Background: an optimization exercise with open tools, aiming at small area. Do not read the settings as production practice.
Function was checked by simulation only, so behaviour that the tests miss may differ from the original.
Power is estimated from default activity; no workload was simulated.

<file path="flow/config.mk">
export PLATFORM = sky130hd
export DESIGN_NAME = box_overlay_top
export DESIGN_NICKNAME = box_overlay_top
export VERILOG_FILES = /design/flow/design.v
export SDC_FILE = /design/flow/constraint.sdc
export NUM_CORES = 4
export LEC_CHECK = 0
export CAP_MARGIN = 20
export CORE_MARGIN = 2
export CORE_UTILIZATION = 40
export SLEW_MARGIN = 20
</file>
<file path="flow/constraint.sdc">
create_clock -name core_clock -period 6.0 [get_ports {pix_clk}]
set_input_delay 1.2000 -clock core_clock [delete_from_list [all_inputs] [get_ports {pix_clk}]]
set_output_delay 1.2000 -clock core_clock [all_outputs]
set_load 0.01 [all_outputs]
</file>
<file path="flow/design.v">
package overlay_pkg;
    localparam int COORD_W = 16;
    typedef logic [COORD_W-1:0] coord_t;     
    typedef struct packed {
        coord_t x0;                          
        coord_t y0;                          
        coord_t x1;                          
        coord_t y1;                          
    } box_t;
    typedef logic [15:0] rgb565_t;           
    localparam int BYTES_PER_BOX = 8;        
    localparam int BORDER_MARGIN = 2;        
    localparam logic [7:0] MARK_R = 8'd255;
    localparam logic [7:0] MARK_G = 8'd0;
    localparam logic [7:0] MARK_B = 8'd0;
endpackage
`timescale 1ns/1ps
module video_timing (
    input  logic        pix_clk,
    input  logic        rst_n_i,
    output logic [11:0] k_o,
    output logic        kwrap_o,     
    output logic [9:0]  u_o,
    output logic        de_o,
    output logic        hs_o,
    output logic        vs_o
);
    logic signed [11:0] k;
    logic [9:0]         u;
    logic               kwrap;
    logic               late;        
    assign kwrap = (k == 12'sd1301);
    assign late  = (k <= 12'sd1);
    always_ff @(posedge pix_clk or negedge rst_n_i)
    begin
        if (!rst_n_i)
        begin
            k <= 12'sd1;
            u <= 10'd0;
        end
        else
        begin
            k <= kwrap ? -12'sd348 : k + 12'sd1;
            if (kwrap)
                u <= (u == 10'd749) ? 10'd0 : u + 10'd1;
        end
    end
    assign k_o     = k;
    assign kwrap_o = kwrap;
    assign u_o     = u;
    assign de_o    = (k >= 12'sd2) && (k <= 12'sd1281) && (u < 10'd720);
    assign hs_o    = (k >= -12'sd258) && (k < -12'sd218);
    assign vs_o    = late ? ((u >= 10'd726) && (u <= 10'd730))
                          : ((u >= 10'd725) && (u <= 10'd729));
endmodule
`timescale 1ns/1ps
module box_loader #(
    parameter int NUM_BOXES = 24
) (
    input  logic        pix_clk,
    input  logic        rst_n_i,
    input  logic        rx_valid_i,
    input  logic [7:0]  rx_byte_i,
    output logic        pend_o,      
    output logic [4:0]  spos_o,      
    output logic        land_o,      
    output logic [41:0] st_o         
);
    localparam logic [4:0] LAST = 5'(NUM_BOXES - 1);
    logic [2:0]  byte_cnt;
    logic [3:0]  hi_q;           
    logic [10:0] x0_q;
    logic [9:0]  y0_q;
    logic [10:0] x1_q;
    logic [10:0] raw;
    logic [10:0] xc;
    logic [9:0]  yc;
    logic        rec_done;
    logic [41:0] st_q;
    logic [4:0]  opos;
    logic [4:0]  spos;
    logic        pend;
    logic        land;
    function automatic logic [4:0] inc1(input logic [4:0] p);
        inc1 = (p == LAST) ? 5'd0 : p + 5'd1;
    endfunction
    assign raw = {hi_q[2:0], rx_byte_i};
    assign xc  = (hi_q[3] || raw >= 11'd1281) ? 11'd1282 : raw + 11'd1;
    assign yc  = (hi_q[3] || hi_q[2] || raw[9:0] >= 10'd721) ? 10'd722 : raw[9:0] + 10'd1;
    assign rec_done = rx_valid_i && (byte_cnt == 3'd7);
    assign land     = pend && (spos == 5'd7 || spos == 5'd15 || spos == 5'd23);
    always_ff @(posedge pix_clk)
    begin
        if (rx_valid_i)
        begin
            if (!byte_cnt[0])
                hi_q <= {|rx_byte_i[7:3], rx_byte_i[2:0]};
            if (byte_cnt == 3'd1)
                x0_q <= xc;
            if (byte_cnt == 3'd3)
                y0_q <= yc;
            if (byte_cnt == 3'd5)
                x1_q <= xc;
        end
        if (rec_done)
            st_q <= {x0_q, y0_q, x1_q, yc};
    end
    always_ff @(posedge pix_clk or negedge rst_n_i)
    begin
        if (!rst_n_i)
        begin
            byte_cnt <= '0;
            opos     <= '0;
            spos     <= '0;
            pend     <= 1'b0;
        end
        else
        begin
            if (rx_valid_i)
                byte_cnt <= byte_cnt + 3'd1;
            if (rec_done)
            begin
                opos <= inc1(inc1(opos));
                spos <= inc1(opos);
                pend <= 1'b1;
            end
            else
            begin
                opos <= inc1(opos);
                spos <= inc1(spos);
                if (land)
                    pend <= 1'b0;
            end
        end
    end
    assign pend_o = pend;
    assign spos_o = spos;
    assign land_o = land;
    assign st_o   = st_q;
endmodule
`timescale 1ns/1ps
module border_hit #(
    parameter int NUM_BOXES = 24
) (
    input  logic        pix_clk,
    input  logic        rst_n_i,
    input  logic [11:0] k_i,
    input  logic        kwrap_i,
    input  logic [9:0]  u_i,
    input  logic        pend_i,
    input  logic [4:0]  spos_i,
    input  logic        land_i,
    input  logic [41:0] st_i,
    output logic        hit_o
);
    localparam int L    = 8;
    localparam int NSEG = NUM_BOXES / L;
    localparam int EW   = 46;            
    function automatic logic le10(input logic [9:0] a, input logic [9:0] b);
        logic r;
        r = 1'b1;
        for (int i = 0; i < 10; i++)
            r = (~a[i] & b[i]) | ((~a[i] | b[i]) & r);
        le10 = r;
    endfunction
    function automatic logic [1:0] vflags(input logic [9:0] y0, input logic [9:0] y1,
                                          input logic [9:0] u, input logic [9:0] u2);
        logic a0, c0, b1, a1;
        a0 = le10(y0, u2);       
        c0 = le10(u, y0);        
        b1 = le10(u, y1);        
        a1 = le10(y1, u2);       
        vflags = {(a0 && c0) || (a1 && b1), a0 && b1};
    endfunction
    function automatic logic ent_hit(input logic [11:0] z, input logic [11:0] w,
                                     input logic p, input logic q,
                                     input logic [15:0] m_le, input logic [15:0] m_ge,
                                     input logic [15:0] m_win);
        logic a, bw, hx0, hx1;
        a   = z[11] || (~|z[10:4] && m_le[z[3:0]]);      
        bw  = !w[11] && (|w[10:4] || m_ge[w[3:0]]);      
        hx0 = ~|z[11:4] && m_win[z[3:0]];                
        hx1 = ~|w[11:4] && m_win[w[3:0]];                
        ent_hit = (p && a && bw) || (q && (hx0 || hx1));
    endfunction
    function automatic logic [15:0] mask_le(input int c);
        for (int i = 0; i < 16; i++)
            mask_le[i] = (i <= c);
    endfunction
    function automatic logic [15:0] mask_ge(input int c);
        for (int i = 0; i < 16; i++)
            mask_ge[i] = (i >= c);
    endfunction
    logic signed [11:0] k;
    logic [9:0]  u2;
    logic [10:0] st_x0, st_x1;
    logic [9:0]  st_y0, st_y1;
    logic [11:0] dz, dw;
    logic [1:0]  st_pq;
    logic        win;
    logic        st_hit;
    logic [NUM_BOXES-1:0][EW-1:0] e, e_d;
    logic [NUM_BOXES-1:0]         val, val_d;
    logic [NUM_BOXES-1:0]         ent_hits;
    assign k  = k_i;
    assign u2 = u_i + 10'd2;
    assign {st_x0, st_y0, st_x1, st_y1} = st_i;
    assign dz    = {1'b0, st_x0} - k_i + 12'd9;
    assign dw    = {1'b0, st_x1} - k_i + 12'd9;
    assign st_pq = vflags(st_y0, st_y1, u_i, u2);
    assign win = kwrap_i || ((k >= -12'sd348) && (k <= -12'sd342));
    for (genvar s = 0; s < NSEG; s++)
    begin : g_link
        localparam int Q  = s * L;
        localparam int PR = (Q + NUM_BOXES - 1) % NUM_BOXES;
        logic        land_s;
        logic        cf;
        logic [11:0] zin, win_w, zn, wn;
        logic [9:0]  y0in, y1in;
        logic [1:0]  pq;
        assign land_s = land_i && (spos_i == 5'(PR));
        assign zin    = land_s ? dz : e[PR][45:34];
        assign win_w  = land_s ? dw : e[PR][33:22];
        assign y0in   = land_s ? st_y0 : e[PR][21:12];
        assign y1in   = land_s ? st_y1 : e[PR][11:2];
        assign cf     = land_s ? kwrap_i : win;
        assign zn     = zin   + (cf ? 12'd1642 : 12'hff8);
        assign wn     = win_w + (cf ? 12'd1642 : 12'hff8);
        if (s == 0)
        begin : g_v
            assign pq = vflags(y0in, y1in, u_i, u2);
        end
        else
        begin : g_nv
            assign pq = land_s ? st_pq : e[PR][1:0];
        end
        assign e_d[Q]   = {zn, wn, y0in, y1in, pq};
        assign val_d[Q] = val[PR] || land_s;
        for (genvar j = 1; j < L; j++)
        begin : g_mv
            assign e_d[Q+j]   = e[Q+j-1];
            assign val_d[Q+j] = val[Q+j-1];
        end
    end
    always_ff @(posedge pix_clk)
        e <= e_d;
    always_ff @(posedge pix_clk or negedge rst_n_i)
    begin
        if (!rst_n_i)
            val <= '0;
        else
            val <= val_d;
    end
    for (genvar p = 0; p < NUM_BOXES; p++)
    begin : g_hit
        localparam int J = p % L;
        localparam logic [15:0] M_LE  = mask_le(J + 2);
        localparam logic [15:0] M_GE  = mask_ge(J);
        localparam logic [15:0] M_WIN = M_LE & M_GE;
        assign ent_hits[p] = val[p] && !(pend_i && spos_i == 5'(p))
                          && ent_hit(e[p][45:34], e[p][33:22], e[p][1], e[p][0],
                                     M_LE, M_GE, M_WIN);
    end
    assign st_hit = pend_i && ent_hit(dz, dw, st_pq[1], st_pq[0],
                                      mask_le(9), mask_ge(7), mask_le(9) & mask_ge(7));
    assign hit_o = st_hit || (|ent_hits);
endmodule
`timescale 1ns/1ps
module pixel_mixer (
    input  logic                 pix_clk,
    input  logic                 rst_n_i,
    input  logic                 mark_hit_i,
    input  logic                 mark_de_i,
    input  logic                 mark_hs_i,
    input  logic                 mark_vs_i,
    input  overlay_pkg::rgb565_t pix_rgb565_i,
    output logic                 vs_o,
    output logic                 hs_o,
    output logic                 de_o,
    output logic [7:0]           r_o,
    output logic [7:0]           g_o,
    output logic [7:0]           b_o
);
    logic red;
    assign red = mark_hit_i && mark_de_i;
    always_ff @(posedge pix_clk or negedge rst_n_i)
    begin
        if (!rst_n_i)
        begin
            vs_o <= 1'b0;
            hs_o <= 1'b0;
            de_o <= 1'b0;
            r_o  <= '0;
            g_o  <= '0;
            b_o  <= '0;
        end
        else
        begin
            vs_o <= mark_vs_i;
            hs_o <= mark_hs_i;
            de_o <= mark_de_i;
            r_o  <= red ? 8'hff : {pix_rgb565_i[15:11], 3'b000};
            g_o  <= red ? 8'h00 : {pix_rgb565_i[10:5],  2'b00};
            b_o  <= red ? 8'h00 : {pix_rgb565_i[4:0],   3'b000};
        end
    end
endmodule
`timescale 1ns/1ps
module box_overlay_top #(
    parameter int H_ACTIVE  = 1280,
    parameter int H_FRONT   = 110,
    parameter int H_SYNC    = 40,
    parameter int H_BACK    = 220,
    parameter int V_ACTIVE  = 720,
    parameter int V_FRONT   = 5,
    parameter int V_SYNC    = 5,
    parameter int V_BACK    = 20,
    parameter int NUM_BOXES = 24
) (
    input  logic                 pix_clk,
    input  logic                 rst_n_i,
    input  logic                 rx_valid_i,    
    input  logic [7:0]           rx_byte_i,
    input  overlay_pkg::rgb565_t pix_rgb565_i,  
    output logic                 pix_req_o,
    output logic                 vs_o,
    output logic                 hs_o,
    output logic                 de_o,
    output logic [7:0]           r_o,
    output logic [7:0]           g_o,
    output logic [7:0]           b_o
);
    logic [11:0] k;
    logic        kwrap;
    logic [9:0]  u;
    logic        raster_de, raster_hs, raster_vs;
    logic        pend, land;
    logic [4:0]  spos;
    logic [41:0] st;
    logic        hit;
    logic        mark_hit, mark_de, mark_hs, mark_vs;
    video_timing i_video_timing (
        .pix_clk (pix_clk),
        .rst_n_i (rst_n_i),
        .k_o     (k),
        .kwrap_o (kwrap),
        .u_o     (u),
        .de_o    (raster_de),
        .hs_o    (raster_hs),
        .vs_o    (raster_vs)
    );
    assign pix_req_o = raster_de;
    box_loader #(.NUM_BOXES(NUM_BOXES)) i_box_loader (
        .pix_clk    (pix_clk),
        .rst_n_i    (rst_n_i),
        .rx_valid_i (rx_valid_i),
        .rx_byte_i  (rx_byte_i),
        .pend_o     (pend),
        .spos_o     (spos),
        .land_o     (land),
        .st_o       (st)
    );
    border_hit #(.NUM_BOXES(NUM_BOXES)) i_border_hit (
        .pix_clk  (pix_clk),
        .rst_n_i  (rst_n_i),
        .k_i      (k),
        .kwrap_i  (kwrap),
        .u_i      (u),
        .pend_i   (pend),
        .spos_i   (spos),
        .land_i   (land),
        .st_i     (st),
        .hit_o    (hit)
    );
    always_ff @(posedge pix_clk or negedge rst_n_i)
    begin
        if (!rst_n_i)
        begin
            mark_hit <= 1'b0;
            mark_de  <= 1'b0;
            mark_hs  <= 1'b0;
            mark_vs  <= 1'b0;
        end
        else
        begin
            mark_hit <= hit;
            mark_de  <= raster_de;
            mark_hs  <= raster_hs;
            mark_vs  <= raster_vs;
        end
    end
    pixel_mixer i_pixel_mixer (
        .pix_clk      (pix_clk),
        .rst_n_i      (rst_n_i),
        .mark_hit_i   (mark_hit),
        .mark_de_i    (mark_de),
        .mark_hs_i    (mark_hs),
        .mark_vs_i    (mark_vs),
        .pix_rgb565_i (pix_rgb565_i),
        .vs_o         (vs_o),
        .hs_o         (hs_o),
        .de_o         (de_o),
        .r_o          (r_o),
        .g_o          (g_o),
        .b_o          (b_o)
    );
endmodule
</file>
<file path="flow/run.sh">
#!/bin/bash
# synth_recipe.tcl (not shown) runs the flow's synth.tcl, then flattens the netlist and writes it again
# the make line also repeats each setting of config.mk as NAME=value (left out here)
make -C /OpenROAD-flow-scripts/flow DESIGN_CONFIG=/design/flow/config.mk WORK_HOME=/design/flow/orfs CLKGATE_MAP_FILE= SYNTH_SCRIPT=/design/flow/synth_recipe.tcl finish
</file>
==> flow_summary_export.csv, run 1 <==
group,metric,value,unit
logic_synthesis,synth_area_leaders,"dfxtp_1 (60%), edfxtp_1 (6.3%), dfrtp_1 (5.6%)",
critical_path,cp_top_family,"compound AO/OA/AOI/OAI gates",
grt,grt_use_met1,23.2,%
sta,max_slew.worst_pin.slew,1.08,ns
logic_synthesis,synth.avg_cell_area,12.6,um2
outcome,status,"timing/DRC/antenna clean",
finish,multi_input_area,9860,um2
clock_tree,path_clk_slew,0.07,ns
die,num_rows,111,
logic_synthesis,ys_top_cells_by_count,"dfxtp_1 (1,104), nand2_1 (252), o21ai_0 (142)",
clock_tree,cts_setup_buffers,0,
clock_tree,ctsHoldBuffers,0,
die,die_y,308,um
grt,first_global_vias,21300,
die,ios,55,
power_and_ir_drop,seqPwrFrac,55.6,%
finish,drive_gt1_share,8.46,%
power_and_ir_drop,comb_power_share,12.4,%
worst_hold_path,hold_class,"reg2reg",
logic_synthesis,ys_seq_area_share,71.7,%
clock_tree,cts_sinks,1266,
finish,area_growth,15.5,%
sta,tns,0,ns
power_and_ir_drop,ir_drop,0.277,mV
clock_tree,cts_resized,0,
sta,drv_slew,0,
critical_path,critPathKind,"reg2reg",
grt,grt_pass1_wl,124,mm
finish,final_area,42800,um2
critical_path,path_cells,"inv_1, ha_1, ha_1, fa_1, a211oi_1, o21ai_0, a211oi_1, nor2_1, xnor2_1, nand3_1, o41ai_1, nand4b_1, o211ai_1",
critical_path,cp.arrival,5.10,ns
power_and_ir_drop,p_int,16.8,mW
flow_run,maxCapViolations,0,
placed_design,hpwl,57.6,mm
critical_path,worstPathRequired,6.60,ns
routing,wl_per_cell,18.8,um
placed_design,io_buffer_count,49,
logic_synthesis,synth_ff_type,"dfxtp_1",
finish,fin_nets,3171,
clock_tree,clk_latency,0.69,ns
finish,fillers,8203,
die,coreArea,91700,um2
critical_path,critPathMaxFanout,6,
power_and_ir_drop,power_leakage,17.0,nW
logic_synthesis,ys_types,95,
clock_tree,cts_buffer_depth,3,
critical_path,crit_path_top_delay_cell,"o41ai_1",
sta,finalSetupViolCount,0,
grt,use_met2,27.2,%
logic_synthesis,yosysTopAreaCellShare,59.7,%
logic_synthesis,yosys_warnings,5,
grt,grt_max_degree,68,
routing,drc,0,
routing,ant_nets,0,
power_and_ir_drop,switchingPower,6.30,mW
critical_path,cp.buffers_inverters,1,
routing,via_per_inst,4.96,
clock_tree,cts_tree,"built",
placed_design,placed_area,38800,um2
clock_tree,numCtsBuffers,114,
power_and_ir_drop,power.density,540,nW/um2
logic_synthesis,yosysTopAreaCell,"dfxtp_1",
sta,period_needed,4.51,ns
routing,drt_iter0_drc,1747,
logic_synthesis,netlist_instances,2936,
sta,fmax,222,MHz
grt,grt_usage,17.1,%
sta,skew,0.0425,ns
routing,first_pass_iters,5,
grt,busiest_layer,"met2",
critical_path,slowest_delay,0.81,ns
grt,grt_util_met3,3.01,%
die,start_util,40.4,%
sta,max_slew_margin,27.4,%
logic_synthesis,synthMostInstantiatedCell,"dfxtp_1",
logic_synthesis,synth_seq_cells,1266,
sta,min_period_over_period,75.1,%
logic_synthesis,synth_edf_count,78,
power_and_ir_drop,swShare,27.2,%
sta,hold_violations,0,
routing,wl,81.2,mm
power_and_ir_drop,clockPowerShare,32.0,%
critical_path,worstSetupStartpointType,"flop",
placed_design,routabilityCongestion,0.935,
clock_tree,cts_root_buf,"clkbuf_16",
routing,vias,21500,
sta,rsz0062_at_grt,"false",
critical_path,end_kind,"flop",
die,dieArea,95100,um2
clock_tree,h-tree-depth,3,
logic_synthesis,syn_area,37000,um2
die,chipWidth,308,um
grt,grt_overflow_total,0,
finish,ff_latch_area,26500,um2
logic_synthesis,async_reset_ff_share,6.64,%
grt,antenna_found_initial,2,
## cell families (layout without fill, tap and decap cells)
family / after synthesis / count (layout) / share of synthesized area [%]
xor+xnor: 105 / 105 / 2.50
compound gates: 451 / 451 / 7.95
buf+inv: 165 / 368 / 1.81
fa+ha+maj: 108 / 108 / 3.62
flops: 1266 / 1266 / 71.7
mux: 65 / 65 / 1.86
simple gates: 775 / 775 / 10.6
other cells: 1 / 7 / 0.0101
## cell usage in the layout (no fill, tap or decap), types with 73 or more instances in the layout
master / count
a21oi_1: 87
clkbuf_16: 121
dfrtp_1: 83
dfxtp_1: 1104
edfxtp_1: 78
ha_1: 94
inv_1: 95
nand2_1: 250
nor2_1: 107
nor3_1: 73
nor4_1: 90
o21ai_0: 142
## final timing paths
check,start,end,slack [ns],depth (start not counted)
min in group asynchronous,rst_n_i,i_pixel_mixer.g_o[6]$_DFF_PN0_,0.40,1
setup reg to reg,i_video_timing.k[0]$_DFF_PN1_,mark_hit$_DFF_PN0_,1.49,13
setup / recovery,i_video_timing.k[0]$_DFF_PN1_,mark_hit$_DFF_PN0_,1.49,13
max in group asynchronous,rst_n_i,i_video_timing.k[9]$_DFF_PN0_,4.33,2
hold reg to reg,i_border_hit.e[831]$_DFF_P_,i_border_hit.e[877]$_DFF_P_,0.30,0
hold / removal,i_border_hit.e[831]$_DFF_P_,i_border_hit.e[877]$_DFF_P_,0.30,0
## power by group through the flow
stage | combinational, mW | sequential [mW] | clock, mW
5_1_grt | 3.15 | 13.1 | 7.92
6_report | 2.86 | 12.9 | 7.40
3_5_place_dp | 2.81 | 13.0 | 0
4_1_cts | 2.84 | 12.9 | 7.56
3_3_place_gp | 2.81 | 13.0 | 0
2_1_floorplan | 1.97 | 12.3 | 0
## flip-flops by register name (all words and copies together) (netlist names), 6 cells and up
name               count
i_box_loader.x0_q     11
i_video_timing.k      12
i_border_hit.e      1104
i_pixel_mixer.r_o      6
i_pixel_mixer.g_o      6
i_box_loader.y0_q     10
i_video_timing.u      10
i_border_hit.val      24
i_box_loader.st_q     42
i_box_loader.x1_q     11
## stage by stage
stage               setup slack, ns  std cells  hold slack [ns]  power, mW  utilization (%)
floorplan                      1.85       2940            0.310       14.3                -
global placement               1.64       4118            0.310       15.8             42.3
detailed placement             1.60       4118            0.312       15.8             42.3
CTS                            1.61       4329            0.288       23.3             46.7
global route                   1.33       4329            0.312       24.2             46.7
finish                         1.49       4331            0.296       23.1             46.7
## layer usage
layer	up-vias	wire length, um	part of all wire (%)
li1	10500	-	-
met1	10300	37800	47
met2	572	36300	45
met3	170	4130	5.1
met4	0	3040	3.7
met5	-	0	0
## layout make-up
| cell class | instances | area share, % |
|---|---|---|
| Antenna cell | 2 | 0.0117 |
| Clock buffer | 168 | 8.05 |
| Tap cell | 1186 | 3.47 |
| Inverter | 99 | 0.868 |
| Sequential cell | 1266 | 62.0 |
| Multi-Input combinational cell | 1509 | 23.0 |
| Timing Repair Buffer | 58 | 1.30 |
| Clock inverter | 43 | 1.24 |
==> run 2: changes to the inputs <==
--- a/flow/design.v
+++ b/flow/design.v
@@ -13,6 +13,16 @@
     localparam logic [7:0] MARK_R = 8'd255;
     localparam logic [7:0] MARK_G = 8'd0;
     localparam logic [7:0] MARK_B = 8'd0;
+    function automatic logic le_u(input logic [11:0] a, input logic [11:0] b);
+        logic r;
+        r = 1'b1;
+        for (int i = 0; i < 12; i++)
+            r = (~a[i] & b[i]) | ((~a[i] | b[i]) & r);
+        le_u = r;
+    endfunction
+    function automatic logic le_s(input logic [11:0] a, input logic [11:0] b);
+        le_s = le_u({~a[11], a[10:0]}, {~b[11], b[10:0]});
+    endfunction
 endpackage
 `timescale 1ns/1ps
 module video_timing (
@@ -25,22 +35,22 @@
     output logic        hs_o,
     output logic        vs_o
 );
-    logic signed [11:0] k;
-    logic [9:0]         u;
-    logic               kwrap;
-    logic               late;        
-    assign kwrap = (k == 12'sd1301);
-    assign late  = (k <= 12'sd1);
+    logic [11:0] k;
+    logic [9:0]  u;
+    logic        kwrap;
+    logic        late;               
+    assign kwrap = (k == 12'd1279);
+    assign late  = k[11];
     always_ff @(posedge pix_clk or negedge rst_n_i)
     begin
         if (!rst_n_i)
         begin
-            k <= 12'sd1;
+            k <= 12'hfff;
             u <= 10'd0;
         end
         else
         begin
-            k <= kwrap ? -12'sd348 : k + 12'sd1;
+            k <= kwrap ? 12'(-370) : k + 12'd1;
             if (kwrap)
                 u <= (u == 10'd749) ? 10'd0 : u + 10'd1;
         end
@@ -48,10 +58,10 @@
     assign k_o     = k;
     assign kwrap_o = kwrap;
     assign u_o     = u;
-    assign de_o    = (k >= 12'sd2) && (k <= 12'sd1281) && (u < 10'd720);
-    assign hs_o    = (k >= -12'sd258) && (k < -12'sd218);
-    assign vs_o    = late ? ((u >= 10'd726) && (u <= 10'd730))
-                          : ((u >= 10'd725) && (u <= 10'd729));
+    assign de_o    = !late && !overlay_pkg::le_u(12'd720, {2'b00, u});
+    assign hs_o    = overlay_pkg::le_s(12'(-260), k) && overlay_pkg::le_s(k, 12'(-221));
+    assign vs_o    = late ? (overlay_pkg::le_u(12'd726, {2'b00, u}) && overlay_pkg::le_u({2'b00, u}, 12'd730))
+                          : (overlay_pkg::le_u(12'd725, {2'b00, u}) && overlay_pkg::le_u({2'b00, u}, 12'd729));
 endmodule
 `timescale 1ns/1ps
 module box_loader #(
@@ -85,8 +95,9 @@
         inc1 = (p == LAST) ? 5'd0 : p + 5'd1;
     endfunction
     assign raw = {hi_q[2:0], rx_byte_i};
-    assign xc  = (hi_q[3] || raw >= 11'd1281) ? 11'd1282 : raw + 11'd1;
-    assign yc  = (hi_q[3] || hi_q[2] || raw[9:0] >= 10'd721) ? 10'd722 : raw[9:0] + 10'd1;
+    assign xc  = (hi_q[3] || overlay_pkg::le_u(12'd1281, {1'b0, raw})) ? 11'd1281 : raw;
+    assign yc  = (hi_q[3] || hi_q[2] || overlay_pkg::le_u(12'd721, {2'b00, raw[9:0]}))
+               ? 10'd722 : raw[9:0] + 10'd1;
     assign rec_done = rx_valid_i && (byte_cnt == 3'd7);
     assign land     = pend && (spos == 5'd7 || spos == 5'd15 || spos == 5'd23);
     always_ff @(posedge pix_clk)
@@ -205,10 +216,10 @@
     assign k  = k_i;
     assign u2 = u_i + 10'd2;
     assign {st_x0, st_y0, st_x1, st_y1} = st_i;
-    assign dz    = {1'b0, st_x0} - k_i + 12'd9;
-    assign dw    = {1'b0, st_x1} - k_i + 12'd9;
+    assign dz    = {1'b0, st_x0} - k_i + 12'd8;
+    assign dw    = {1'b0, st_x1} - k_i + 12'd8;
     assign st_pq = vflags(st_y0, st_y1, u_i, u2);
-    assign win = kwrap_i || ((k >= -12'sd348) && (k <= -12'sd342));
+    assign win = kwrap_i || (overlay_pkg::le_s(12'(-370), k) && overlay_pkg::le_s(k, 12'(-364)));
     for (genvar s = 0; s < NSEG; s++)
     begin : g_link
         localparam int Q  = s * L;
--- a/flow/config.mk
+++ b/flow/config.mk
@@ -7,5 +7,8 @@
 export LEC_CHECK = 0
 export CAP_MARGIN = 20
 export CORE_MARGIN = 2
-export CORE_UTILIZATION = 40
+export CORE_UTILIZATION = 55
+export CTS_BUF_LIST = sky130_fd_sc_hd__clkbuf_16
+export CTS_CLUSTER_DIAMETER = 60
+export CTS_CLUSTER_SIZE = 24
 export SLEW_MARGIN = 20
==> run 2 against run 1 <==
Net effect: worst setup slack got worse by 0.080 ns; register-to-register slack lost 0.08 ns; clock power decreased by 33%; critical endpoint is now i_border_hit.e[1]$_DFF_P_; combinational power about the same; largest power group unchanged; final area shrank 5.9%; still clean on timing, DRC and antenna; critical path type unchanged; sequential power about the same; routed wire length grew 0.82%.
==> flow_summary_export.csv, run 2 <==
group,metric,value,unit
logic_synthesis,yosysTopAreaCellShare,60.2,%
flow_run,maxCapViolations,0,
sta,rsz0062_at_grt,"false",
clock_tree,cts_root_buf,"clkbuf_16",
routing,wl_per_cell,21.1,um
die,ios,55,
die,start_util,55.6,%
routing,met1Wirelength,41.0,mm
finish,n_antenna_cell,0,
logic_synthesis,ys_top_cells_by_count,"dfxtp_1 (1,104), nand2_1 (236), o21ai_0 (161)",
routing,route.met2.wl,33.3,mm
finish,area_growth,9.70,%
power_and_ir_drop,power.density,518,nW/um2
logic_synthesis,ys_seq_area_share,72.3,%
worst_hold_path,hold_class,"reg2reg",
critical_path,cp.arrival,5.06,ns
grt,grt_overflow_total,0,
routing,via_per_inst,5.43,
critical_path,critPathKind,"reg2reg",
clock_tree,path_clk_slew,0.09,ns
routing,dr_wl_met3,5.80,mm
logic_synthesis,netlist_instances,2902,
power_and_ir_drop,total_power,20.9,mW
placed_design,placed_area,38100,um2
power_and_ir_drop,swShare,29.2,%
die,chipWidth,262,um
finish,layoutNonFillerInstCount,3880,
logic_synthesis,ys_types,89,
sta,fmax,218,MHz
clock_tree,cts_setup_buffers,0,
finish,ff_latch_area,26600,um2
finish,mostFrequentLayoutCells,"dfxtp_1 (1,104), nand2_1 (233), o21ai_0 (161)",
logic_synthesis,yosys_warnings,5,
power_and_ir_drop,ir_drop,0.348,mV
routing,vias,21100,
die,coreArea,66000,um2
clock_tree,h-tree-depth,3,
finish,fillers,5267,
routing,first_pass_iters,7,
clock_tree,cts_tree,"built",
placed_design,post-place-ws,1.37,ns
sta,min_period_over_period,76.4,%
finish,top_regs,"i_border_hit.e: 1104 flops, i_box_loader.st_q: 42 flops, i_border_hit.val: 24 flops",
logic_synthesis,synth_area_leaders,"dfxtp_1 (60%), edfxtp_1 (6.4%), dfrtp_1 (4.9%)",
routing,wl,81.9,mm
placed_design,routabilityCongestion,0.936,
logic_synthesis,yosysTopAreaCell,"dfxtp_1",
placed_design,io_buffer_count,49,
outcome,status,"timing/DRC/antenna clean",
finish,top_register,"i_border_hit.e",
clock_tree,numCtsBuffers,70,
logic_synthesis,synth_edf_count,78,
grt,antenna_found_initial,5,
sta,hold_violations,0,
power_and_ir_drop,seqPwrFrac,62.6,%
sta,drv_slew,0,
power_and_ir_drop,switchingPower,6.10,mW
power_and_ir_drop,power_leakage,16.1,nW
power_and_ir_drop,clockPowerShare,23.9,%
placed_design,hpwl,61.6,mm
routing,top_layer,"met5",
routing,drt_iter0_drc,1510,
critical_path,worstPathRequired,6.47,ns
sta,tns,0,ns
logic_synthesis,synth.avg_cell_area,12.7,um2
sta,finalSetupViolCount,0,
sta,max_slew_margin,30.2,%
routing,ant_nets,0,
grt,grt_max_degree,64,
clock_tree,cts_sinks,1266,
clock_tree,clk_latency,0.64,ns
grt,grt_usage,23.8,%
finish,final_common_cell,"dfxtp_1",
logic_synthesis,synthMostInstantiatedCell,"dfxtp_1",
finish,fin_nets,3100,
logic_synthesis,synth_seq_cells,1266,
critical_path,critPathMaxFanout,26,
clock_tree,ctsHoldBuffers,0,
clock_tree,cts_resized,0,
die,dieArea,68800,um2
power_and_ir_drop,p_int,14.8,mW
finish,drive_gt1_share,5.60,%
clock_tree,cts_buffer_depth,3,
critical_path,worstSetupStartpointType,"flop",
power_and_ir_drop,comb_power_share,13.6,%
logic_synthesis,async_reset_ff_share,6.64,%
critical_path,end_kind,"flop",
sta,setup_ws,1.41,ns
logic_synthesis,syn_area,36700,um2
routing,drc,0,
grt,first_global_vias,20700,
sta,skew,0.0216,ns
finish,final_area,40300,um2
grt,grt_pass1_wl,125,mm
sta,period_needed,4.59,ns
logic_synthesis,synth_ff_type,"dfxtp_1",
sta,max_slew.worst_pin.slew,1.04,ns
placed_design,dp_cells,3768,
die,die_y,262,um
finish,largest_register_ff_count,1104,
finish,multi_input_area,9480,um2
die,num_rows,94,
==> run 2: cell count changes after synthesis, moves of 12 or more <==
cell,delta
inv_1,+12
nor2_1,-19
o21ai_0,+19
nand3_1,+16
mux2_2,-12
nand2_1,-16
==> run 2: critical path, stage by stage (launching register included) <==
cell,delay [ns]
dfrtp_1,0.43
ha_1,0.36
nor2b_1,0.69
nand2_2,0.43
buf_4,0.40
mux2i_1,0.54
o21ai_0,0.24
a221oi_2,0.43
o31ai_1,0.12
a31oi_1,0.28
o221ai_1,0.17
o211ai_1,0.14
o311ai_1,0.16
==> run 2: final timing paths <==
| kind | end | from | slack (ns) | cells past startpoint |
|---|---|---|---|---|
| setup / recovery | i_border_hit.e[1]$_DFF_P_ | i_box_loader.spos[0]$_DFF_PN0_ | 1.41 | 12 |
| max in group asynchronous | i_box_loader.byte_cnt[2]$_DFFE_PN0P_ | rst_n_i | 4.38 | 2 |
| min in group asynchronous | i_pixel_mixer.b_o[7]$_DFF_PN0_ | rst_n_i | 0.48 | 1 |
| setup reg to reg | i_border_hit.e[1]$_DFF_P_ | i_box_loader.spos[0]$_DFF_PN0_ | 1.41 | 12 |
| hold / removal | i_border_hit.e[833]$_DFF_P_ | i_border_hit.e[787]$_DFF_P_ | 0.32 | 0 |
| hold reg to reg | i_border_hit.e[833]$_DFF_P_ | i_border_hit.e[787]$_DFF_P_ | 0.32 | 0 |
==> run 2: area by class of cell <==
cell class / count / area share [%]
clock buffers: 72 / 4.47
clock inverters: 40 / 0.898
inverters: 113 / 1.05
multi-input cells: 1465 / 23.5
flip-flops and latches: 1266 / 65.9
well taps: 864 / 2.68
repair buffers: 60 / 1.42
==> run 2: routing by layer <==
layer | up-vias | track usage [%]
met3 | 116 | 5.52
met2 | 594 | 34.1
met5 | - | 0
met4 | 2 | 6.01
li1 | 10200 | -
met1 | 10200 | 36.4
==> run 2: power by group through the flow <==
| stage | Sequential (mW) | Clock (mW) | Combinational [mW] |
|---|---|---|---|
| 2_1_floorplan | 12.4 | 0 | 1.93 |
| 3_3_place_gp | 13.1 | 0 | 2.75 |
| 3_5_place_dp | 13.2 | 0 | 2.78 |
| 4_1_cts | 13.1 | 5.10 | 2.81 |
| 5_1_grt | 13.4 | 5.40 | 3.11 |
| 6_report | 13.1 | 4.98 | 2.84 |
==> run 2: logic make-up after synthesis <==
logic type	after synthesis	share of synthesized area (%)
AO/OA/AOI/OAI	463	8.03
flip-flops	1266	72.3
buffers and inverters	175	1.94
adder cells (fa/ha/maj)	110	3.72
AND/OR/NAND/NOR	738	10.1
multiplexers	46	1.32
XOR/XNOR	103	2.50
other	1	0.0102
==> run 2: per-stage QoR <==
stage | utilization [%] | hold slack [ns]
after CTS | 61.0 | 0.322
after floorplan | - | 0.310
after detailed placement | 57.8 | 0.312
final | 61.0 | 0.320
after global placement | 57.8 | 0.310
after global routing | 61.0 | 0.326
==> run 3: changes to the inputs <==
--- a/flow/config.mk
+++ b/flow/config.mk
@@ -8,7 +8,7 @@
 export CAP_MARGIN = 20
 export CORE_MARGIN = 2
 export CORE_UTILIZATION = 55
-export CTS_BUF_LIST = sky130_fd_sc_hd__clkbuf_16
+export CTS_BUF_LIST = sky130_fd_sc_hd__clkbuf_8
 export CTS_CLUSTER_DIAMETER = 60
-export CTS_CLUSTER_SIZE = 24
+export CTS_CLUSTER_SIZE = 20
 export SLEW_MARGIN = 20
==> run 3 against run 2 <==
Net effect: via count grew 0.22%; worst setup slack lost 0.027 ns; still clean; largest cell class unchanged; largest power group unchanged; hold slack gained 0.0013 ns; routed wire length shrank 0.53%; die area is the same; count of clock-buffer cells in the layout grew 8; area after synthesis is the same; highest routed layer is now met4; global-route usage shrank 0.15 points; core utilization shrank 1.2 points.
==> flow_summary_export.csv, run 3 <==
group,metric,value,unit
grt,grt_max_degree,64,
critical_path,cp.buffers_inverters,2,
sta,hold_violations,0,
logic_synthesis,synth_edf_count,78,
logic_synthesis,yosysTopAreaCell,"dfxtp_1",
clock_tree,path_clk_slew,0.12,ns
sta,setup_ws,1.39,ns
routing,via_per_inst,5.44,
power_and_ir_drop,swShare,29.7,%
finish,final_util,59.9,%
die,dieArea,68800,um2
critical_path,worstPathRequired,6.61,ns
critical_path,rrSetupSlack,1.39,ns
grt,grt_overflow_total,0,
power_and_ir_drop,p_int,13.9,mW
critical_path,slowest_delay,0.64,ns
logic_synthesis,syn_area,36700,um2
die,die_y,262,um
routing,wl,81.5,mm
outcome,status,"timing/DRC/antenna clean",
power_and_ir_drop,ir_drop,0.357,mV
die,ios,55,
sta,tns,0,ns
finish,top_register,"i_border_hit.e",
critical_path,cp.depth,17,
die,chipWidth,262,um
placed_design,hpwl,61.6,mm
finish,largest_register_ff_count,1104,
power_and_ir_drop,comb_power_share,14.4,%
power_and_ir_drop,clockPowerShare,19.4,%
critical_path,cp.arrival,5.23,ns
critical_path,end_kind,"flop",
clock_tree,cts_setup_buffers,0,
routing,drt_iter0_drc,1550,
grt,grt_usage,23.7,%
critical_path,startpoint,"i_video_timing.k[1]$_DFF_PN1_",
sta,fmax,217,MHz
power_and_ir_drop,seqPwrFrac,66.2,%
finish,fin_nets,3108,
logic_synthesis,synth.avg_cell_area,12.7,um2
clock_tree,cts_resized,0,
die,start_util,55.6,%
logic_synthesis,async_reset_ff_share,6.64,%
placed_design,routabilityCongestion,0.936,
placed_design,io_buffer_count,49,
worst_hold_path,hold_class,"reg2reg",
clock_tree,clk_latency,0.72,ns
critical_path,path_cells,"inv_1, ha_1, ha_1, inv_1, fa_1, nor2b_1, o21ai_0, a21boi_0, o21a_1, nor3_1, or2_2, o21ai_0, ha_1, a21o_1, a21o_1, nor3b_1, xnor2_1",
sta,period_needed,4.61,ns
clock_tree,cts_buffer_depth,3,
finish,mostFrequentLayoutCells,"dfxtp_1 (1,104), nand2_1 (233), o21ai_0 (161)",
logic_synthesis,synth_area_leaders,"dfxtp_1 (60%), edfxtp_1 (6.4%), dfrtp_1 (4.9%)",
routing,first_pass_iters,5,
logic_synthesis,synth_ff_type,"dfxtp_1",
sta,min_period_over_period,76.9,%
clock_tree,cts_sinks,1266,
clock_tree,h-tree-depth,3,
critical_path,cp_top_family,"compound AO/OA/AOI/OAI gates",
grt,first_global_vias,20700,
sta,finalSetupViolCount,0,
routing,ant_nets,0,
grt,grt_pass1_wl,125,mm
die,coreArea,66000,um2
sta,rsz0062_at_grt,"false",
logic_synthesis,ys_top_cells_by_count,"dfxtp_1 (1,104), nand2_1 (236), o21ai_0 (161)",
finish,area_growth,7.60,%
sta,hold_ws,0.321,ns
critical_path,worstSetupStartpointType,"flop",
clock_tree,cts_tree,"built",
sta,max_slew.worst_pin.slew,1.09,ns
sta,skew,0.0452,ns
critical_path,regToRegStartpoint,"i_video_timing.k[1]$_DFF_PN1_",
critical_path,critPathMaxFanout,5,
die,num_rows,94,
power_and_ir_drop,power.density,499,nW/um2
logic_synthesis,synth_seq_cells,1266,
critical_path,crit_end,"i_border_hit.e[401]$_DFF_P_",
finish,drive_gt1_share,5.67,%
logic_synthesis,ys_types,89,
critical_path,crit_path_top_delay_cell,"a21boi_0",
power_and_ir_drop,power_leakage,15.8,nW
flow_run,maxCapViolations,0,
logic_synthesis,netlist_instances,2902,
power_and_ir_drop,total_power,19.7,mW
placed_design,post-place-ws,1.37,ns
routing,drc,0,
routing,wl_per_cell,21.0,um
finish,final_common_cell,"dfxtp_1",
routing,vias,21100,
logic_synthesis,synthMostInstantiatedCell,"dfxtp_1",
clock_tree,numCtsBuffers,78,
finish,top_regs,"i_border_hit.e: 1104 flops, i_box_loader.st_q: 42 flops, i_border_hit.val: 24 flops",
clock_tree,cts_root_buf,"clkbuf_8",
sta,drv_slew,0,
critical_path,r2r-end,"i_border_hit.e[401]$_DFF_P_",
sta,max_slew_margin,26.7,%
logic_synthesis,ys_seq_area_share,72.3,%
critical_path,critPathKind,"reg2reg",
clock_tree,ctsHoldBuffers,0,
critical_path,r2r_cells,17,
power_and_ir_drop,switchingPower,5.85,mW
logic_synthesis,yosysTopAreaCellShare,60.2,%
critical_path,crit_path_frequent_cell,"ha_1",
grt,antenna_found_initial,5,
logic_synthesis,yosys_warnings,5,
[run 3: worst min path at each step]
stage	startpoint	to	slack (ns)	depth (start not counted)
3_5_place_dp	i_border_hit.e[14]$_DFF_P_	i_border_hit.e[60]$_DFF_P_	0.31	0
2_1_floorplan	i_border_hit.e[54]$_DFF_P_	i_border_hit.e[100]$_DFF_P_	0.31	0
6_report	i_border_hit.e[648]$_DFF_P_	i_border_hit.e[694]$_DFF_P_	0.32	0
3_3_place_gp	i_border_hit.e[560]$_DFF_P_	i_border_hit.e[606]$_DFF_P_	0.31	0
4_1_cts	i_border_hit.e[289]$_DFF_P_	i_border_hit.e[335]$_DFF_P_	0.31	0
5_1_grt	i_border_hit.e[111]$_DFF_P_	i_border_hit.e[157]$_DFF_P_	0.32	0
[run 3: per-layer routing]
metal	part of all wire [%]	wire length, um	GRT usage, %	up-vias
met5	0	0	0	-
met4	2.4	1960	5.95	0
met3	6.9	5640	5.41	124
met2	40	33000	33.7	583
met1	50	40900	36.3	10200
li1	-	-	-	10200
[run 3: power by group through the flow]
stage | clock network, mW | registers (mW) | logic [mW]
after floorplan | 0 | 12.4 | 1.93
after global placement | 0 | 13.1 | 2.75
after detailed placement | 0 | 13.2 | 2.78
after CTS | 3.94 | 13.0 | 2.81
after global routing | 4.26 | 13.3 | 3.10
final | 3.83 | 13.0 | 2.84
[run 3: logic make-up (layout without fill, tap and decap cells)]
logic type	Yosys count	after routing	share of synthesized area, %
xor+xnor	103	103	2.50
other cells	1	7	0.0102
mux	46	46	1.32
fa+ha+maj	110	110	3.72
simple gates	738	738	10.1
compound gates	463	463	8.03
flops	1266	1266	72.3
buf+inv	175	285	1.94
[run 3: final cells by class]
cell class,instances,area [um2]
tap,864,1080
timing repair buffer,60,571
inverter,113,424
antenna,2,5.00
fill,5351,26500
sequential,1266,26600
multi-input combinational,1465,9480
clock inverter,32,285
clock buffer,80,1100
[run 3: stage by stage]
| step | std cells | area, um2 |
|---|---|---|
| floorplan | 2906 | 36700 |
| global placement | 3768 | 38100 |
| detailed placement | 3768 | 38100 |
| CTS | 3880 | 39500 |
| global route | 3881 | 39500 |
| finish | 3882 | 39500 |
==> run 4: changes to the inputs <==
--- a/flow/config.mk
+++ b/flow/config.mk
@@ -9,6 +9,6 @@
 export CORE_MARGIN = 2
 export CORE_UTILIZATION = 55
 export CTS_BUF_LIST = sky130_fd_sc_hd__clkbuf_8
-export CTS_CLUSTER_DIAMETER = 60
-export CTS_CLUSTER_SIZE = 20
+export CTS_CLUSTER_DIAMETER = 50
+export CTS_CLUSTER_SIZE = 16
 export SLEW_MARGIN = 20
==> run 4 against run 3 <==
Net effect: die area unchanged; flip-flop and latch count unchanged; clock power is 17% higher; routed wire length increased by 0.81%; critical path depth fell by 5; critical path type unchanged; critical endpoint is now i_border_hit.e[1]$_DFF_P_.
==> flow_summary_export.csv, run 4 <==
group,metric,value,unit
outcome,status,"timing/DRC/antenna clean",
power_and_ir_drop,comb_power_share,14.0,%
die,start_util,55.6,%
clock_tree,cts_resized,0,
routing,via_per_inst,5.42,
grt,grt_pass1_wl,126,mm
sta,min_period_over_period,77.3,%
finish,top_regs,"i_border_hit.e: 1104 flops, i_box_loader.st_q: 42 flops, i_border_hit.val: 24 flops",
finish,final_area,40100,um2
sta,hold_ws,0.314,ns
sta,drv_slew,0,
die,die_y,262,um
critical_path,cp.arrival,5.19,ns
finish,mostFrequentLayoutCells,"dfxtp_1 (1,104), nand2_1 (233), o21ai_0 (161)",
logic_synthesis,synthMostInstantiatedCell,"dfxtp_1",
power_and_ir_drop,ir_drop,0.356,mV
sta,hold_violations,0,
worst_hold_path,min_path_cells,0,
finish,top_register,"i_border_hit.e",
logic_synthesis,netlist_instances,2902,
logic_synthesis,synth.avg_cell_area,12.7,um2
clock_tree,cts_buffer_depth,3,
logic_synthesis,ys_top_cells_by_count,"dfxtp_1 (1,104), nand2_1 (236), o21ai_0 (161)",
logic_synthesis,yosysTopAreaCellShare,60.2,%
power_and_ir_drop,seqPwrFrac,64.0,%
routing,first_pass_iters,5,
clock_tree,numCtsBuffers,102,
placed_design,io_buffer_count,49,
grt,grt_usage,23.9,%
sta,tns,0,ns
sta,max_slew_margin,30.8,%
sta,fmax,216,MHz
placed_design,hpwl,61.6,mm
clock_tree,cts_root_buf,"clkbuf_8",
routing,drt_iter0_drc,1530,
power_and_ir_drop,swShare,29.8,%
logic_synthesis,synth_area_leaders,"dfxtp_1 (60%), edfxtp_1 (6.4%), dfrtp_1 (4.9%)",
sta,setup_ws,1.36,ns
grt,grt_max_degree,64,
power_and_ir_drop,p_int,14.3,mW
finish,area_growth,9.10,%
critical_path,critPathKind,"reg2reg",
placed_design,routabilityCongestion,0.936,
grt,first_global_vias,21000,
finish,drive_gt1_share,7.10,%
critical_path,r2r_cells,12,
flow_run,maxCapViolations,0,
sta,rsz0062_at_grt,"false",
clock_tree,h-tree-depth,3,
logic_synthesis,async_reset_ff_share,6.64,%
logic_synthesis,ys_seq_area_share,72.3,%
logic_synthesis,synth_edf_count,78,
clock_tree,cts_setup_buffers,0,
finish,fin_nets,3132,
logic_synthesis,synth_ff_type,"dfxtp_1",
logic_synthesis,synth_seq_cells,1266,
logic_synthesis,synth_top_family_by_area,"simple AND/OR/NAND/NOR gates",
critical_path,worstSetupStartpointType,"flop",
placed_design,placed_area,38100,um2
die,num_rows,94,
clock_tree,clk_latency,0.73,ns
critical_path,end_kind,"flop",
die,chipWidth,262,um
routing,drc,0,
placed_design,post-place-ws,1.37,ns
logic_synthesis,syn_area,36700,um2
critical_path,r2r-end,"i_border_hit.e[1]$_DFF_P_",
logic_synthesis,ys_types,89,
die,dieArea,68800,um2
logic_synthesis,synth_mux_area_share,1.32,%
grt,antenna_found_initial,5,
critical_path,critPathMaxFanout,26,
critical_path,rrSetupSlack,1.36,ns
routing,ant_nets,0,
routing,wl_per_cell,20.9,um
die,coreArea,66000,um2
sta,skew,0.0377,ns
clock_tree,path_clk_slew,0.10,ns
clock_tree,cts_tree,"built",
logic_synthesis,synth_adder_area_share,3.72,%
sta,max_slew.worst_pin.slew,1.03,ns
logic_synthesis,yosys.area_share.simple,10.1,%
logic_synthesis,synth_compound_area_share,8.03,%
routing,vias,21300,
routing,wl,82.1,mm
sta,finalSetupViolCount,0,
logic_synthesis,yosysTopAreaCell,"dfxtp_1",
worst_hold_path,hold_class,"reg2reg",
finish,final_common_cell,"dfxtp_1",
worst_hold_path,holdPathEnd,"i_border_hit.e[155]$_DFF_P_",
logic_synthesis,synthXorXnorAreaFrac,2.50,%
clock_tree,ctsHoldBuffers,0,
worst_hold_path,worstHoldStart,"i_border_hit.e[109]$_DFF_P_",
critical_path,regToRegStartpoint,"i_box_loader.spos[0]$_DFF_PN0_",
clock_tree,cts_sinks,1266,
power_and_ir_drop,total_power,20.4,mW
power_and_ir_drop,power_leakage,16.1,nW
sta,period_needed,4.64,ns
grt,grt_overflow_total,0,
critical_path,worstPathRequired,6.55,ns
power_and_ir_drop,switchingPower,6.09,mW
finish,largest_register_ff_count,1104,
power_and_ir_drop,power.density,509,nW/um2
die,ios,55,
logic_synthesis,yosys_warnings,5,
power_and_ir_drop,clockPowerShare,22.0,%
run 4: cell counts after synthesis:
Identical to the previous run, type by type.
run 4: power groups by stage:
stage	sequential (mW)	combinational [mW]	clock (mW)
floorplan	12.4	1.93	0
global placement	13.1	2.75	0
detailed placement	13.2	2.78	0
CTS	13.0	2.81	4.63
global route	13.3	3.10	4.95
finish	13.1	2.85	4.50
run 4: logic make-up after synthesis:
| group | after synthesis |
|---|---|
| compound gates | 463 |
| xor+xnor | 103 |
| fa+ha+maj | 110 |
| buf+inv | 175 |
| flops | 1266 |
| mux | 46 |
| other cells | 1 |
| simple gates | 738 |
run 4: worst max path at each step:
| stage | start | end | slack, ns | cells after the start |
|---|---|---|---|---|
| 4_1_cts | i_box_loader.spos[0]$_DFF_PN0_ | i_border_hit.e[1]$_DFF_P_ | 1.33 | 12 |
| 3_5_place_dp | i_box_loader.spos[0]$_DFF_PN0_ | i_border_hit.e[1]$_DFF_P_ | 1.37 | 12 |
| 5_1_grt | i_box_loader.spos[0]$_DFF_PN0_ | i_border_hit.e[1]$_DFF_P_ | 0.97 | 12 |
| 3_3_place_gp | i_box_loader.spos[0]$_DFF_PN0_ | i_border_hit.e[1]$_DFF_P_ | 1.39 | 12 |
| 6_report | i_box_loader.spos[0]$_DFF_PN0_ | i_border_hit.e[1]$_DFF_P_ | 1.36 | 12 |
| 2_1_floorplan | i_box_loader.spos[0]$_DFF_PN0_ | i_border_hit.e[33]$_DFF_P_ | 1.87 | 19 |
run 4: worst max-delay path: stages, from the launching register on:
cell and delay, ns:
dfrtp_1 0.44, ha_1 0.35, nor2b_1 0.72, nand2_2 0.44
buf_4 0.40, mux2i_1 0.53, o21ai_0 0.24, a221oi_2 0.45
o21ai_0 0.16, a31oi_1 0.25, o221ai_1 0.17, o211ai_1 0.15
o311ai_1 0.15
run 4: cell type report:
cell class | instances | area, um2
tap | 864 | 1080
fill | 5319 | 25900
clock buffer | 107 | 1470
sequential | 1266 | 26600
timing repair buffer | 60 | 571
multi-input combinational | 1465 | 9480
clock inverter | 59 | 464
antenna | 2 | 5.00
inverter | 113 | 424
run 4: layer usage:
metal / vias to the layer above / global-route usage [%] / part of all wire [%]
met5: - / 0 / 0
met3: 117 / 4.62 / 6.9
met4: 0 / 6.88 / 2.4
met2: 654 / 33.8 / 41
li1: 10300 / - / -
met1: 10300 / 37.0 / 50
run 4: stage by stage:
stage	cells	util, %
finish	3936	60.7
global route	3935	60.7
CTS	3934	60.7
detailed placement	3768	57.8
global placement	3768	57.8
floorplan	2906	-
==> run 5: changes to the inputs <==
==> flow/flow/run.sh (new file) <==
#!/bin/bash
# The standard layout (bash standard.sh, unchanged synthesis), with the clock
# tree built without dummy loads. The make output goes to flow.log here; the
# tools' own logs stay under orfs/logs.
set -euo pipefail
export CTS_ARGS="-sink_clustering_enable -repair_clock_nets -dont_use_dummy_load -buf_list sky130_fd_sc_hd__clkbuf_8 -sink_clustering_size 20 -sink_clustering_max_diameter 60"
bash standard.sh > flow.log 2>&1
==> flow/standard.sh (new file) <==
#!/bin/bash
# synth_recipe.tcl (not shown) runs the flow's synth.tcl, then flattens the netlist and writes it again
# the make line also repeats each setting of config.mk as NAME=value (left out here)
make -C /OpenROAD-flow-scripts/flow DESIGN_CONFIG=/design/flow/config.mk WORK_HOME=/design/flow/orfs CLKGATE_MAP_FILE= SYNTH_SCRIPT=/design/flow/synth_recipe.tcl "${@:-finish}"
removed: flow/run.sh
==> run 5 against run 4 <==
Net effect: still clean; total power decreased by 5.1%; count of clock-buffer cells in the layout decreased by 29; area after synthesis unchanged; flip-flop and latch count unchanged; global-route usage decreased by 0.19 points; critical path depth unchanged; hold slack got worse by 0.031 ns; die area unchanged; largest power group unchanged.
==> flow_summary_export.csv, run 5 <==
group,metric,value,unit
outcome,status,"timing/DRC/antenna clean",
placed_design,io_buffer_count,49,
critical_path,worstPathRequired,6.52,ns
placed_design,routabilityCongestion,0.936,
logic_synthesis,ys_types,89,
critical_path,cp.buffers_inverters,1,
clock_tree,numCtsBuffers,78,
power_and_ir_drop,power.density,494,nW/um2
finish,drive_gt1_share,5.13,%
critical_path,crit_path_top_delay_cell,"nor2b_1",
clock_tree,cts_setup_buffers,0,
logic_synthesis,synth_edf_count,78,
die,start_util,55.6,%
routing,drc,0,
sta,max_slew_margin,27.7,%
logic_synthesis,synth_area_leaders,"dfxtp_1 (60%), edfxtp_1 (6.4%), dfrtp_1 (4.9%)",
logic_synthesis,synth.avg_cell_area,12.7,um2
finish,fillers,5371,
finish,fin_nets,3108,
logic_synthesis,yosysTopAreaCellShare,60.2,%
clock_tree,cts_tree,"built",
critical_path,worstSetupStartpointType,"flop",
finish,top_register,"i_border_hit.e",
sta,min_period_over_period,77.4,%
clock_tree,ctsHoldBuffers,0,
die,chipWidth,262,um
sta,skew,0.0980,ns
clock_tree,cts_root_buf,"clkbuf_8",
routing,wl_per_cell,21.2,um
routing,drt_iter0_drc,1417,
sta,hold_ws,0.283,ns
sta,max_slew.worst_pin.slew,1.08,ns
critical_path,critPathKind,"reg2reg",
critical_path,slowest_delay,0.72,ns
sta,period_needed,4.64,ns
grt,grt_overflow_total,0,
critical_path,cp_top_family,"compound AO/OA/AOI/OAI gates",
grt,first_global_vias,20600,
grt,grt_pass1_wl,124,mm
die,num_rows,94,
logic_synthesis,ys_top_cells_by_count,"dfxtp_1 (1,104), nand2_1 (236), o21ai_0 (161)",
sta,hold_violations,0,
routing,ant_nets,0,
placed_design,hpwl,61.6,mm
logic_synthesis,yosysTopAreaCell,"dfxtp_1",
critical_path,cp.arrival,5.17,ns
critical_path,critPathMaxFanout,26,
routing,via_per_inst,5.47,
grt,grt_max_degree,64,
critical_path,path_cells,"ha_1, nor2b_1, nand2_2, buf_4, mux2i_1, o21ai_0, a221oi_2, o31ai_1, a31oi_1, o221ai_1, o211ai_1, o311ai_1",
sta,finalSetupViolCount,0,
critical_path,end_kind,"flop",
logic_synthesis,synth_ff_type,"dfxtp_1",
finish,area_growth,6.75,%
logic_synthesis,yosys_warnings,5,
power_and_ir_drop,power_leakage,15.5,nW
clock_tree,cts_buffer_depth,3,
clock_tree,h-tree-depth,3,
flow_run,maxCapViolations,0,
worst_hold_path,hold_class,"reg2reg",
logic_synthesis,synth_seq_cells,1266,
grt,antenna_found_initial,5,
logic_synthesis,netlist_instances,2902,
routing,wl,81.5,mm
logic_synthesis,synthMostInstantiatedCell,"dfxtp_1",
logic_synthesis,async_reset_ff_share,6.64,%
sta,fmax,215,MHz
finish,largest_register_ff_count,1104,
logic_synthesis,syn_area,36700,um2
finish,mostFrequentLayoutCells,"dfxtp_1 (1,104), nand2_1 (233), o21ai_0 (161)",
sta,drv_slew,0,
logic_synthesis,ys_seq_area_share,72.3,%
sta,rsz0062_at_grt,"false",
power_and_ir_drop,ir_drop,0.353,mV
clock_tree,path_clk_slew,0.11,ns
routing,first_pass_iters,5,
routing,vias,21100,
die,ios,55,
clock_tree,cts_resized,0,
finish,top_regs,"i_border_hit.e: 1104 flops, i_box_loader.st_q: 42 flops, i_border_hit.val: 24 flops",
clock_tree,cts_sinks,1266,
die,coreArea,66000,um2
clock_tree,clk_latency,0.72,ns
grt,grt_usage,23.7,%
die,die_y,262,um
die,dieArea,68800,um2
sta,tns,0,ns
finish,final_common_cell,"dfxtp_1",
## run 5: cell counts after synthesis
No cell type changed its count.
## run 5: cell families after synthesis
logic type / Yosys count / share of synthesized area (%)
AO/OA/AOI/OAI: 463 / 8.03
adder cells (fa/ha/maj): 110 / 3.72
multiplexers: 46 / 1.32
buffers and inverters: 175 / 1.94
AND/OR/NAND/NOR: 738 / 10.1
flip-flops: 1266 / 72.3
XOR/XNOR: 103 / 2.50
other: 1 / 0.0102
## run 5: final timing paths
check                                                     from  slack (ns)                               to  depth (start not counted)
worst max-delay path            i_box_loader.spos[0]$_DFF_PN0_        1.36        i_border_hit.e[1]$_DFF_P_                         12
worst min-delay path               i_border_hit.e[773]$_DFF_P_        0.28      i_border_hit.e[819]$_DFF_P_                          0
worst max register to register  i_box_loader.spos[0]$_DFF_PN0_        1.36        i_border_hit.e[1]$_DFF_P_                         12
worst min register to register     i_border_hit.e[773]$_DFF_P_        0.28      i_border_hit.e[819]$_DFF_P_                          0
max in group asynchronous                              rst_n_i        4.41  i_video_timing.u[3]$_DFFE_PN0P_                          2
min in group asynchronous                              rst_n_i        0.40   i_pixel_mixer.b_o[7]$_DFF_PN0_                          1
## run 5: layout make-up
cell class / instances / area (um2) / area share (%)
Sequential cell: 1266 / 26600 / 67.8
Multi-Input combinational cell: 1465 / 9480 / 24.2
Tap cell: 864 / 1080 / 2.76
Clock buffer: 78 / 1070 / 2.74
Timing Repair Buffer: 60 / 571 / 1.46
Inverter: 113 / 424 / 1.08
Antenna cell: 3 / 7.51 / 0.0192
## run 5: through the flow
step	instance area, um2	utilization (%)	total power, mW	setup slack, ns	std cells
final	39200	59.4	19.4	1.36	3849
after global routing	39200	59.4	20.3	0.998	3847
after CTS	39200	59.4	19.4	1.35	3846
after detailed placement	38100	57.8	16.0	1.37	3768
after global placement	38100	57.8	15.9	1.39	3768
after floorplan	36700	-	14.3	1.87	2906
## run 5: power breakdown
group | internal (mW) | switching [mW]
registers | 11.4 | 1.65
clock network | 1.18 | 2.29
logic | 1.10 | 1.74
## run 5: metal layers
| layer | vias to the layer above | share of wire [%] | global-route usage [%] |
|---|---|---|---|
| met2 | 595 | 40 | 33.7 |
| met1 | 10200 | 50 | 36.3 |
| li1 | 10200 | - | - |
| met3 | 116 | 7.1 | 5.43 |
| met4 | 0 | 2.4 | 6.06 |
| met5 | - | 0 | 0 |
==> run 6: changes to the inputs <==
==> flow/flow/run.sh (replaced) <==
#!/bin/bash
# The standard layout (bash standard.sh, unchanged synthesis), with the clock
# tree built without dummy loads. The make output goes to flow.log here; the
# tools' own logs stay under orfs/logs.
set -euo pipefail
export CTS_ARGS="-sink_clustering_enable -repair_clock_nets -dont_use_dummy_load -buf_list sky130_fd_sc_hd__clkbuf_8 -sink_clustering_size 16 -sink_clustering_max_diameter 50"
bash standard.sh > flow.log 2>&1
==> run 6 against run 5 <==
Net effect: register-to-register slack worse by 0.02 ns; hold slack got worse by 0.019 ns; synthesized cell count unchanged; non-clock buffer count is the same; combinational power about the same; final area rose by 0.84%; global-route usage is 0.14 points higher.
==> flow_summary_export.csv, run 6 <==
group,metric,value,unit
outcome,status,"timing/DRC/antenna clean",
logic_synthesis,yosysTopAreaCellShare,60.2,%
finish,top_register,"i_border_hit.e",
logic_synthesis,syn_area,36700,um2
power_and_ir_drop,power.density,501,nW/um2
critical_path,path_cells,"ha_1, nor2b_1, nand2_2, buf_4, mux2i_1, and2_1, o41ai_1, a221oi_1, nor3_1, a221oi_1, o211ai_1, o311ai_1",
logic_synthesis,synth_area_leaders,"dfxtp_1 (60%), edfxtp_1 (6.4%), dfrtp_1 (4.9%)",
sta,max_slew.worst_pin.slew,1.08,ns
placed_design,placed_area,38100,um2
power_and_ir_drop,p_int,14.0,mW
sta,setup_ws,1.34,ns
sta,skew,0.0943,ns
sta,drv_slew,0,
sta,finalSetupViolCount,0,
critical_path,critPathKind,"reg2reg",
worst_hold_path,worstHoldStart,"i_border_hit.e[18]$_DFF_P_",
clock_tree,cts_setup_buffers,0,
power_and_ir_drop,clockPowerShare,19.6,%
logic_synthesis,synth_ff_type,"dfxtp_1",
finish,largest_register_ff_count,1104,
sta,max_slew_margin,27.5,%
placed_design,io_buffer_count,49,
routing,via_per_inst,5.48,
die,num_rows,94,
critical_path,cp.arrival,5.22,ns
grt,first_global_vias,20900,
finish,final_util,59.9,%
worst_hold_path,min_path_cells,0,
logic_synthesis,yosys_warnings,5,
placed_design,routabilityCongestion,0.936,
die,dieArea,68800,um2
flow_run,maxCapViolations,0,
logic_synthesis,async_reset_ff_share,6.64,%
grt,grt_pass1_wl,125,mm
clock_tree,h-tree-depth,3,
finish,area_growth,7.65,%
routing,route.met2.wl,33.1,mm
sta,tns,0,ns
power_and_ir_drop,power_leakage,15.7,nW
finish,fillers,5357,
finish,fin_nets,3132,
sta,hold_violations,0,
finish,mostFrequentLayoutCells,"dfxtp_1 (1,104), nand2_1 (233), o21ai_0 (161)",
critical_path,r2r_cells,12,
finish,multi_input_area,9480,um2
finish,drive_gt1_share,5.89,%
logic_synthesis,ys_seq_area_share,72.3,%
sta,period_needed,4.66,ns
routing,ant_nets,0,
power_and_ir_drop,switchingPower,5.78,mW
routing,drt_iter0_drc,1456,
critical_path,r2r-end,"i_border_hit.e[1]$_DFF_P_",
power_and_ir_drop,total_power,19.8,mW
sta,fmax,215,MHz
critical_path,critPathMaxFanout,26,
clock_tree,numCtsBuffers,102,
clock_tree,cts_root_buf,"clkbuf_8",
grt,grt_max_degree,64,
routing,met1Wirelength,41.2,mm
routing,top_layer,"met5",
placed_design,hpwl,61.6,mm
critical_path,regToRegStartpoint,"i_box_loader.spos[0]$_DFF_PN0_",
logic_synthesis,ys_types,89,
clock_tree,clk_latency,0.73,ns
logic_synthesis,synthMostInstantiatedCell,"dfxtp_1",
critical_path,slowest_delay,0.74,ns
routing,vias,21200,
worst_hold_path,holdPathEnd,"i_border_hit.e[64]$_DFF_P_",
clock_tree,ctsHoldBuffers,0,
die,start_util,55.6,%
critical_path,end_kind,"flop",
routing,dr_wl_met3,5.61,mm
logic_synthesis,ys_top_cells_by_count,"dfxtp_1 (1,104), nand2_1 (236), o21ai_0 (161)",
critical_path,crit_path_top_delay_cell,"nor2b_1",
sta,rsz0062_at_grt,"false",
finish,ff_latch_area,26600,um2
logic_synthesis,synth_seq_cells,1266,
routing,wl_per_cell,21.1,um
routing,first_pass_iters,6,
critical_path,rrSetupSlack,1.34,ns
critical_path,worstPathRequired,6.56,ns
power_and_ir_drop,comb_power_share,14.4,%
placed_design,post-place-ws,1.37,ns
finish,top_regs,"i_border_hit.e: 1104 flops, i_box_loader.st_q: 42 flops, i_border_hit.val: 24 flops",
power_and_ir_drop,swShare,29.2,%
finish,final_common_cell,"dfxtp_1",
logic_synthesis,yosysTopAreaCell,"dfxtp_1",
power_and_ir_drop,ir_drop,0.319,mV
die,coreArea,66000,um2
routing,drc,0,
clock_tree,path_clk_slew,0.09,ns
grt,grt_overflow_total,0,
power_and_ir_drop,seqPwrFrac,66.0,%
die,die_y,262,um
grt,antenna_found_initial,6,
worst_hold_path,hold_class,"reg2reg",
clock_tree,cts_tree,"built",
critical_path,crit_path_frequent_cell,"a221oi_1",
grt,grt_usage,23.8,%
clock_tree,cts_sinks,1266,
die,ios,55,
clock_tree,cts_buffer_depth,3,
logic_synthesis,synth_edf_count,78,
die,chipWidth,262,um
critical_path,worstSetupStartpointType,"flop",
clock_tree,cts_resized,0,
routing,wl,81.9,mm
logic_synthesis,netlist_instances,2902,
logic_synthesis,synth.avg_cell_area,12.7,um2
finish,final_area,39500,um2
sta,min_period_over_period,77.7,%
-- run 6: cell counts after synthesis --
No cell type changed its count.
-- run 6: metrics by stage --
stage          instances  hold WS, ns
4_1_cts             3870        0.261
6_report            3873        0.264
2_1_floorplan       2906        0.310
3_3_place_gp        3768        0.310
5_1_grt             3871        0.271
3_5_place_dp        3768        0.312
-- run 6: cells by family after synthesis --
| group | after synthesis | share of synthesized area (%) |
|---|---|---|
| simple gates | 738 | 10.1 |
| other cells | 1 | 0.0102 |
| flops | 1266 | 72.3 |
| mux | 46 | 1.32 |
| buf+inv | 175 | 1.94 |
| compound gates | 463 | 8.03 |
| fa+ha+maj | 110 | 3.72 |
| xor+xnor | 103 | 2.50 |
-- run 6: cell type report --
| cell class | instances | share of cell area (%) |
|---|---|---|
| Antenna cell | 3 | 0.0190 |
| Clock buffer | 102 | 3.55 |
| Inverter | 113 | 1.07 |
| Multi-Input combinational cell | 1465 | 24.0 |
| Sequential cell | 1266 | 67.2 |
| Tap cell | 864 | 2.74 |
| Timing Repair Buffer | 60 | 1.44 |
-- run 6: worst max-delay path by stage --
stage,end,slack [ns],start,cells past startpoint
2_1_floorplan,i_border_hit.e[33]$_DFF_P_,1.87,i_box_loader.spos[0]$_DFF_PN0_,19
3_3_place_gp,i_border_hit.e[1]$_DFF_P_,1.39,i_box_loader.spos[0]$_DFF_PN0_,12
3_5_place_dp,i_border_hit.e[1]$_DFF_P_,1.37,i_box_loader.spos[0]$_DFF_PN0_,12
4_1_cts,i_border_hit.e[1]$_DFF_P_,1.34,i_box_loader.spos[0]$_DFF_PN0_,12
5_1_grt,i_border_hit.e[1]$_DFF_P_,0.99,i_box_loader.spos[0]$_DFF_PN0_,12
6_report,i_border_hit.e[1]$_DFF_P_,1.34,i_box_loader.spos[0]$_DFF_PN0_,12
-- run 6: layer usage --
layer	vias up	track usage, %
met5	-	0
met4	2	6.91
met3	138	4.90
met2	622	33.8
met1	10300	36.6
li1	10200	-
-- run 6: power by group through the flow --
stage | clock, mW | combinational (mW) | sequential, mW
2_1_floorplan | 0 | 1.93 | 12.4
3_3_place_gp | 0 | 2.75 | 13.1
3_5_place_dp | 0 | 2.78 | 13.2
4_1_cts | 4.02 | 2.81 | 13.0
5_1_grt | 4.33 | 3.10 | 13.3
6_report | 3.89 | 2.85 | 13.1
-- run 6: critical path: cells and delay by family (launching register included) --
kind,cells,cell delay (ns)
AOI/OAI and AO/OA,5,1.28
adders and majority gates,1,0.36
buffers and inverters,1,0.40
DFF,1,0.43
muxes,1,0.53
and+or+nand+nor,4,1.52

## port drivers added, routing unchanged
The flow's constraints put no driver on any port. The routed layouts listed below were extracted and timed again, unchanged, in two steps.
Step 1, drivers: a clkbuf_16 drives pix_clk and a buf_2 each remaining input, both assumed.
Step 2 also shifts input and output timing later by t, the mid clock arrival at the registers, as if the neighbouring blocks saw the same clock.
a / b / c = no drivers / after step 1 / after step 2; a / b = the first two.
run	t, ns	setup slack, ns	hold WS [ns]	slew at the worst register clock pin (ns)	pins driven straight from the clock port
run 1	0.739	1.493 / 1.493 / 1.493	0.296 / 0.296 / 0.296	0.07 / 0.07	1
run 2	0.689	1.413 / 1.413 / 1.413	0.320 / 0.320 / 0.320	0.10 / 0.10	1
run 3	0.758	1.386 / 1.386 / 1.386	0.321 / 0.321 / 0.321	0.12 / 0.12	1
run 4	0.774	1.362 / 1.362 / 1.362	0.314 / 0.314 / 0.314	0.10 / 0.10	1
run 5	0.733	1.356 / 1.356 / 1.356	0.283 / 0.283 / 0.283	0.12 / 0.12	1
run 6	0.739	1.338 / 1.338 / 1.338	0.264 / 0.264 / 0.264	0.10 / 0.10	1
After both steps every run listed still meets setup and hold.
